Context: an optimization exercise on an open-source flow, tuned for small area, a short achievable clock period and few clock cycles. The choices shown serve that exercise and are no tape-out recipe.
In this exercise RTL edits were held to simulation tests only and were not proved equivalent to the original.
Power is estimated from default activity; no workload was simulated.

`flow/design.v`:
```
`timescale 1ns/10ps
`timescale 1ns/10ps
`timescale 1ns/10ps
`timescale 1ns/10ps
`timescale 1ns/10ps
module ttt_main (
    input  logic                                reset,
    input  logic                                clock_fast,
    output logic [2:0]                          stage,
    input  logic [4-1:0]        processor_id_in,
    output logic [4-1:0]        processor_id_out,
    input  logic [4-1:0]     good_tokens_in,
    input  logic [4-1:0]     bad_tokens_in,
    output logic [1:0]                          token_startstop,
    output logic                                output_valid,
    input  logic [4:0]                          instruction,
    input  logic [6-1:0]        connection_id_in,
    input  logic [8-1:0]           prog_data
);
    localparam int NP = 10;
    localparam int NC = 50;
    logic signed [7:0] g_cnt [NP];
    logic signed [7:0] b_cnt [NP];
    logic signed [7:0] g_thr [NP];
    logic signed [7:0] b_thr [NP];
    logic [NP-1:0]     act;
    logic [5:0]        first [NP+1];
    logic [3:0]        tgt_mem [NC];
    logic [7:0]        wt_mem [NC];
    logic       x_add;       
    logic       x_gthr;
    logic       x_bthr;
    logic       x_upd;
    logic       x_first;
    logic       x_tgt;
    logic       x_wt;
    logic [3:0] x_id;
    logic [5:0] x_cid;
    logic [7:0] x_data;
    logic          busy;        
    logic          r_first;     
    logic [NP-1:0] pend;        
    logic [5:0]    w_idx;       
    logic [5:0]    w_end;       
    logic          w_stop;      
    logic [NP-1:0] act_now;
    always_comb begin
        for (int i = 0; i < NP; i++)
            act_now[i] = (g_cnt[i] >= g_thr[i]) && (b_cnt[i] < b_thr[i]);
    end
    logic [NP-1:0] src_pend;
    logic [NP-1:0] src_one;      
    logic          have_src;
    logic          have_ent;
    logic          last_ent;
    logic          do_load;
    logic [5:0]    ld_first;
    logic [5:0]    ld_end;
    logic [3:0]    ld_id;
    logic          ld_start;
    logic [3:0]    rd_tgt;
    logic [7:0]    rd_wt;
    logic [3:0]    rd_g;
    logic [3:0]    rd_b;
    assign src_pend = r_first ? (act_now ^ act) : pend;
    assign have_src = |src_pend;
    assign have_ent = (w_idx != w_end);
    assign last_ent = (w_idx + 6'd1 == w_end);
    assign do_load  = have_src && (!have_ent || last_ent);
    always_comb begin
        logic [NP-1:0] seen;
        seen = '0;
        for (int i = 0; i < NP; i++) begin
            src_one[i] = src_pend[i] && !seen[i];
            if (i + 1 < NP) seen[i+1] = seen[i] | src_pend[i];
        end
        ld_first = '0;
        ld_end = '0;
        ld_id = '0;
        ld_start = 1'b0;
        for (int i = 0; i < NP; i++) begin
            if (src_one[i]) begin
                ld_first = ld_first | first[i];
                ld_end = ld_end | first[i+1];
                ld_id = ld_id | 4'(i);
                ld_start = ld_start | (r_first ? act_now[i] : act[i]);
            end
        end
    end
    always_comb begin
        rd_tgt = '0;
        rd_wt = '0;
        for (int i = 0; i < NC; i++) begin
            if (w_idx == 6'(i)) begin
                rd_tgt = tgt_mem[i];
                rd_wt = wt_mem[i];
            end
        end
        rd_g = w_stop ? (4'd0 - rd_wt[7:4]) : rd_wt[7:4];
        rd_b = w_stop ? (4'd0 - rd_wt[3:0]) : rd_wt[3:0];
    end
    logic signed [7:0] sel_g;
    logic signed [7:0] sel_b;
    logic signed [7:0] sum_g;
    logic signed [7:0] sum_b;
    function automatic logic signed [7:0] sat_add(input logic signed [7:0] c,
                                                  input logic signed [3:0] a);
        logic signed [8:0] s;
        s = 9'(c) + 9'(a);
        if (s[8] != s[7]) sat_add = s[8] ? 8'sh80 : 8'sh7f;
        else sat_add = s[7:0];
    endfunction
    always_comb begin
        sel_g = '0;
        sel_b = '0;
        for (int i = 0; i < NP; i++) begin
            if (x_id == 4'(i)) begin
                sel_g = g_cnt[i];
                sel_b = b_cnt[i];
            end
        end
        sum_g = sat_add(sel_g, x_data[7:4]);
        sum_b = sat_add(sel_b, x_data[3:0]);
    end
    logic take;
    logic is_adv;
    assign take = !busy;
    assign is_adv = !instruction[4] && (instruction[2:0] == 3'b010);
    always_ff @(posedge clock_fast) begin
        if (reset) begin
            busy <= 1'b0;
            r_first <= 1'b0;
            pend <= '0;
            w_idx <= '0;
            w_end <= '0;
            w_stop <= 1'b0;
            output_valid <= 1'b0;
            x_add <= 1'b0;
            x_gthr <= 1'b0;
            x_bthr <= 1'b0;
            x_upd <= 1'b0;
            x_first <= 1'b0;
            x_tgt <= 1'b0;
            x_wt <= 1'b0;
        end else begin
            output_valid <= 1'b0;
            x_add <= 1'b0;
            x_gthr <= 1'b0;
            x_bthr <= 1'b0;
            x_upd <= 1'b0;
            x_first <= 1'b0;
            x_tgt <= 1'b0;
            x_wt <= 1'b0;
            if (take) begin
                x_id <= processor_id_in;
                x_cid <= connection_id_in;
                x_data <= prog_data;
                case (instruction[4:3])
                    2'b11: begin
                        x_first <= (instruction[2:0] == 3'b001);
                        x_tgt <= (instruction[2:0] == 3'b010);
                        x_wt <= (instruction[2:0] == 3'b011);
                    end
                    2'b10: begin
                        x_gthr <= (instruction[2:0] == 3'b001);
                        x_bthr <= (instruction[2:0] == 3'b010);
                        x_add <= (instruction[2:0] == 3'b100);
                        x_upd <= (instruction[2:0] == 3'b101);
                    end
                    default: begin
                        if (instruction[2:0] == 3'b001) begin
                            x_add <= 1'b1;
                            x_data <= {good_tokens_in, bad_tokens_in};
                        end
                    end
                endcase
                if (is_adv) begin
                    busy <= 1'b1;
                    r_first <= 1'b1;
                end
            end else begin
                r_first <= 1'b0;
                if (have_ent) begin
                    x_add <= 1'b1;
                    x_id <= rd_tgt;
                    x_data <= {rd_g, rd_b};
                    w_idx <= w_idx + 6'd1;
                end
                if (do_load) begin
                    w_idx <= ld_first;
                    w_end <= ld_end;
                    w_stop <= !ld_start;
                    output_valid <= 1'b1;
                    processor_id_out <= ld_id;
                    token_startstop <= {ld_start, !ld_start};
                    pend <= src_pend & ~src_one;
                end else begin
                    pend <= src_pend;
                end
                if (!have_src && (!have_ent || last_ent)) busy <= 1'b0;
            end
        end
    end
    always_ff @(posedge clock_fast) begin
        if (reset) begin
            for (int i = 0; i < NP; i++) begin
                g_cnt[i] <= '0;
                b_cnt[i] <= '0;
                g_thr[i] <= 8'(1);
                b_thr[i] <= 8'(1);
            end
            act <= '0;
        end else begin
            for (int i = 0; i < NP; i++) begin
                if (x_id == 4'(i)) begin
                    if (x_add) begin
                        g_cnt[i] <= sum_g;
                        b_cnt[i] <= sum_b;
                    end
                    if (x_gthr) g_thr[i] <= x_data;
                    if (x_bthr) b_thr[i] <= x_data;
                    if (x_upd) act[i] <= act_now[i];
                end
            end
            if (r_first) act <= act_now;
        end
    end
    always_ff @(posedge clock_fast) begin
        if (reset) begin
            for (int i = 0; i <= NP; i++) first[i] <= '0;
        end else begin
            for (int i = 0; i <= NP; i++)
                if (x_first && x_id == 4'(i)) first[i] <= x_data[5:0];
        end
    end
    always_ff @(posedge clock_fast) begin
        for (int i = 0; i < NC; i++) begin
            if (x_tgt && x_cid == 6'(i)) tgt_mem[i] <= x_data[3:0];
            if (x_wt && x_cid == 6'(i)) wt_mem[i] <= x_data;
        end
    end
    assign stage = {2'b00, busy};
endmodule
```
`flow/run.sh`:
```
#!/bin/bash
# synth_recipe.tcl (not shown) runs the flow's synth.tcl, then flattens the netlist and writes it again
# the make line also repeats each setting of config.mk as NAME=value (left out here)
make -C /OpenROAD-flow-scripts/flow DESIGN_CONFIG=/design/flow/config.mk WORK_HOME=/design/flow/orfs CLKGATE_MAP_FILE= SYNTH_SCRIPT=/design/flow/synth_recipe.tcl finish
```
`flow/config.mk`:
```
export PLATFORM = sky130hd
export DESIGN_NAME = ttt_main
export DESIGN_NICKNAME = ttt_main
export VERILOG_FILES = /design/flow/design.v
export SDC_FILE = /design/flow/constraint.sdc
export NUM_CORES = 4
export LEC_CHECK = 0
export CAP_MARGIN = 20
export CORE_MARGIN = 2
export CORE_UTILIZATION = 40
export SLEW_MARGIN = 20
```
`flow/constraint.sdc`:
```
create_clock -name core_clock -period 6.5 [get_ports {clock_fast}]
set_input_delay 1.3000 -clock core_clock [delete_from_list [all_inputs] [get_ports {clock_fast}]]
set_output_delay 1.3000 -clock core_clock [all_outputs]
set_load 0.01 [all_outputs]
```
==> out/results.tsv <==
metric	value	unit
status	timing/DRC/antenna clean	
vias	38802	
row_count	127	
holdWs	0.454	ns
power.leakage	18.0	nW
grt_start_max_net_pins	170	
tns	0	ns
design_area	54300	um2
die-area	124000	um2
drt-initial-drc-count	5370	
synth.top_cell.area_share	0.388	
grt_setup_unrepaired	no	
crit_path_end_kind	register	
ys_ff_latch	1053	
hold_violations	0	
timing.max_cap.violations	0	
power.switching	3.38	mW
worstMarginPinSlew	1.25	ns
cp-start-kind	register	
numClockSinks	1053	
arrival	6.26	ns
r2r_setup_slack	0.68	ns
p_total	14.5	mW
cts_root_buffer	clkbuf_16	
clkPwrFrac	0.458	
area_delta_synth_final	12.4	%
portBuffers	40	
final_cell_mix	edfxtp_1, nand2_1, nor2_1	
die_w	352	um
cts_hold_buf	0	
crit_slowest_cell	nor4_1	
postSynthCellCount	4759	
grt_pass1_vias	36341	
io_pins	43	
drv_slew	0	
cp.required	6.94	ns
synth_cell_types	98	
period_share	0.895	
fill_cells	11237	
numCtsBuffers	112	
drive_gt1_frac	0.0735	
hp-class	reg -> reg	
ctsResizeCount	0	
crit_fanout	15	
drt_pass1_iterations	10	
synth_largest_area_cell	edfxtp_1	
post_cts_buffers	0	
syn_area	48300	um2
yosysWarnings	8	
seq_area_frac_synth	0.566	
critical_path.max_stage_delay	0.87	ns
gr-usage-all-layers	0.259	
final.min_clock_period	5.82	ns
nNetsFinal	4927	
crit_path_cell_trace	inv_1 -> ha_1 -> buf_4 -> and3b_1 -> and3_1 -> nor4_2 -> o21ai_0 -> a31oi_1 -> nor4_1 -> nand4_1 -> o21ai_0 -> ha_1 -> nand2_1 -> o21ai_0 -> nand2_1 -> o21ai_0	
synthTopCellsByArea	edfxtp_1, dfxtp_1, nand2_1, ha_1, a21oi_1	
clk_path_buf_depth	3	
dieHeight	352	um
relSlewSlack	0.162	
critPathTopFamily	simple AND/OR/NAND/NOR gates	
layout_commonest_cell	edfxtp_1	
worstSetupPathDepth	16	
grt_pass1_wl	240	mm
synth-main-ff-cell	edfxtp_1	
vias_per_cell	6.04	
crit_top_cell	o21ai_0	
p_sw_frac	0.233	
clk_latency	0.72	ns
wl_per_cell	25.5	um
initial_utilization	0.403	
seq_area	27300	um2
ir_worst_vdd	0.000219	V
ant_nets	0	
p_seq_frac	0.494	
pwr_density_cell	267	nW/um2
skew	0.0254	ns
clkTransAtPathRegs	0.06	ns
combPwrFrac	0.048	
cts_tree	built	
fin_util	0.453	
h-tree-depth	3	
setup_viol	0	
antenna_found_initial	7	
avgSynthCellArea	10.2	um2
synth_edf_count	624	
post_dp_cell_area	50500	um2
drc	0	
overflow	0	
multi_input_area	19100	um2
cp.buffers_inverters	2	
gp_congestion	0.949	
async_reset_ff_frac	0	
p_int	11.1	mW
holdPathStages	2	
r2r_cells	16	
finalWirelength	164	mm
hpwl	110	mm
crit_type	reg -> reg	
clock.fmax	172	MHz
core_area	120000	um2
## layer usage
| layer | vias up | GRT usage | share of wire | wire length, um |
|---|---|---|---|---|
| li1 | 17469 | - | - | - |
| met4 | 6 | 0.100 | 0.040 | 6550 |
| met2 | 2053 | 0.401 | 0.45 | 73000 |
| met3 | 376 | 0.0515 | 0.098 | 16000 |
| met5 | - | 0 | 0.00023 | 37 |
| met1 | 18898 | 0.359 | 0.42 | 68200 |
## logic make-up (layout without fill, tap and decap cells)
logic type,Yosys count,count (layout),synth area share
AND/OR/NAND/NOR,1715,1715,0.163
AO/OA/AOI/OAI,1221,1221,0.166
flip-flops,1053,1053,0.566
buffers and inverters,502,556,0.0400
adder cells (fa/ha/maj),174,174,0.0454
multiplexers,64,64,0.0150
XOR/XNOR,29,29,0.00526
other,1,3,0.0000776
## cells in the mapped netlist (11+ instances only)
| cell type | number |
|---|---|
| a21oi_1 | 424 |
| o211ai_1 | 29 |
| buf_2 | 15 |
| edfxtp_1 | 624 |
| o22ai_1 | 90 |
| nor2b_1 | 40 |
| inv_1 | 196 |
| nand3b_1 | 16 |
| nand3_1 | 261 |
| o21ai_0 | 142 |
| a22o_1 | 25 |
| a211o_1 | 34 |
| a31oi_1 | 40 |
| a211oi_1 | 78 |
| buf_1 | 33 |
| mux2i_1 | 51 |
| nor2_1 | 468 |
| o22a_1 | 11 |
| nand2_1 | 602 |
| clkbuf_1 | 248 |
| a21o_1 | 32 |
| and3_1 | 43 |
| o221ai_1 | 31 |
| and2_1 | 25 |
| a221oi_1 | 47 |
| nor3_1 | 113 |
| a222oi_1 | 23 |
| dfxtp_1 | 429 |
| a221o_1 | 21 |
| nand2b_1 | 36 |
| a22oi_1 | 79 |
| nand4_1 | 21 |
| ha_1 | 172 |
| xnor2_1 | 20 |
## stage by stage
stage | setup slack, ns | cells
floorplan | 2.24 | 4760
global placement | 0.947 | 6218
detailed placement | 0.983 | 6218
CTS | 1.00 | 6426
global route | 0.639 | 6427
finish | 0.680 | 6427
## cell type report
cell class	instances	share of cell area
diodes	1	0.0000461
clock buffers	142	0.0555
clock inverters	66	0.0143
inverters	198	0.0137
multi-input cells	3205	0.352
flip-flops and latches	1053	0.503
well taps	1612	0.0371
repair buffers	150	0.0238
## state kept, by name, summed over array words and instances (netlist names), 2 cells and up
signal            count
x_id                  4
x_data                8
token_startstop       2
g_thr                80
tgt_mem             200
b_thr                80
pend                 10
first                66
b_cnt                80
g_cnt                80
act                  10
w_end                 6
w_idx                 6
x_cid                 6
wt_mem              400
processor_id_out      4
## power by group through the flow
stage          registers, mW  logic (mW)  clock network, mW
3_3_place_gp            7.29       0.674                  0
4_1_cts                 7.15       0.682               6.69
3_5_place_dp            7.29       0.680                  0
2_1_floorplan           7.31       0.310                  0
5_1_grt                 7.15       0.727               6.96
6_report                7.15       0.698               6.63
## tightest hold or removal path, cell delays in order (launching register included)
cell,delay (ns)
dfxtp_1,0.31
nand2_1,0.05
a21oi_1,0.05
## worst paths after layout
path	start	endpoint
max reg2reg	w_idx[0]	x_data[5]
min reg2reg	g_thr[2][3]	g_thr[2][3]
max	w_idx[0]	x_data[5]
min	g_thr[2][3]	g_thr[2][3]
Testbench counts, summed over its fixed seeds: cycles 4,855.

## re-timing with driven ports
How much do the figures lean on ideal ports? The routed layout below was timed once more, with nothing changed but the port constraints. Step 1 (the two cells are an assumption about what drives the block):
set clk [get_ports {clock_fast}]
set_driving_cell -lib_cell sky130_fd_sc_hd__clkbuf_16 $clk
set_driving_cell -lib_cell sky130_fd_sc_hd__buf_2 [delete_from_list [all_inputs] $clk]
Step 2 adds t to the input delays and takes it off the output delays; t is the mean of the earliest and latest rising clock arrival at the registers after step 1. Input paths then give back, and output paths get back, about the clock's delay inside the block. Slacks: no drivers / after step 1 / after step 2; pairs: no drivers / after step 1.
shift t [ns]: 0.791
setup slack, ns: 0.680 / 0.680 / 0.680
hold slack, ns: 0.454 / 0.454 / 0.454
clock arrival spread, ns: 0.035 / 0.034
worst register clock-pin slew, ns: 0.07 / 0.07
After both steps setup and hold are still met in this run. For this run, drivers alone change the setup slack by 0.000 ns; drivers and shift together by 0.000 ns.
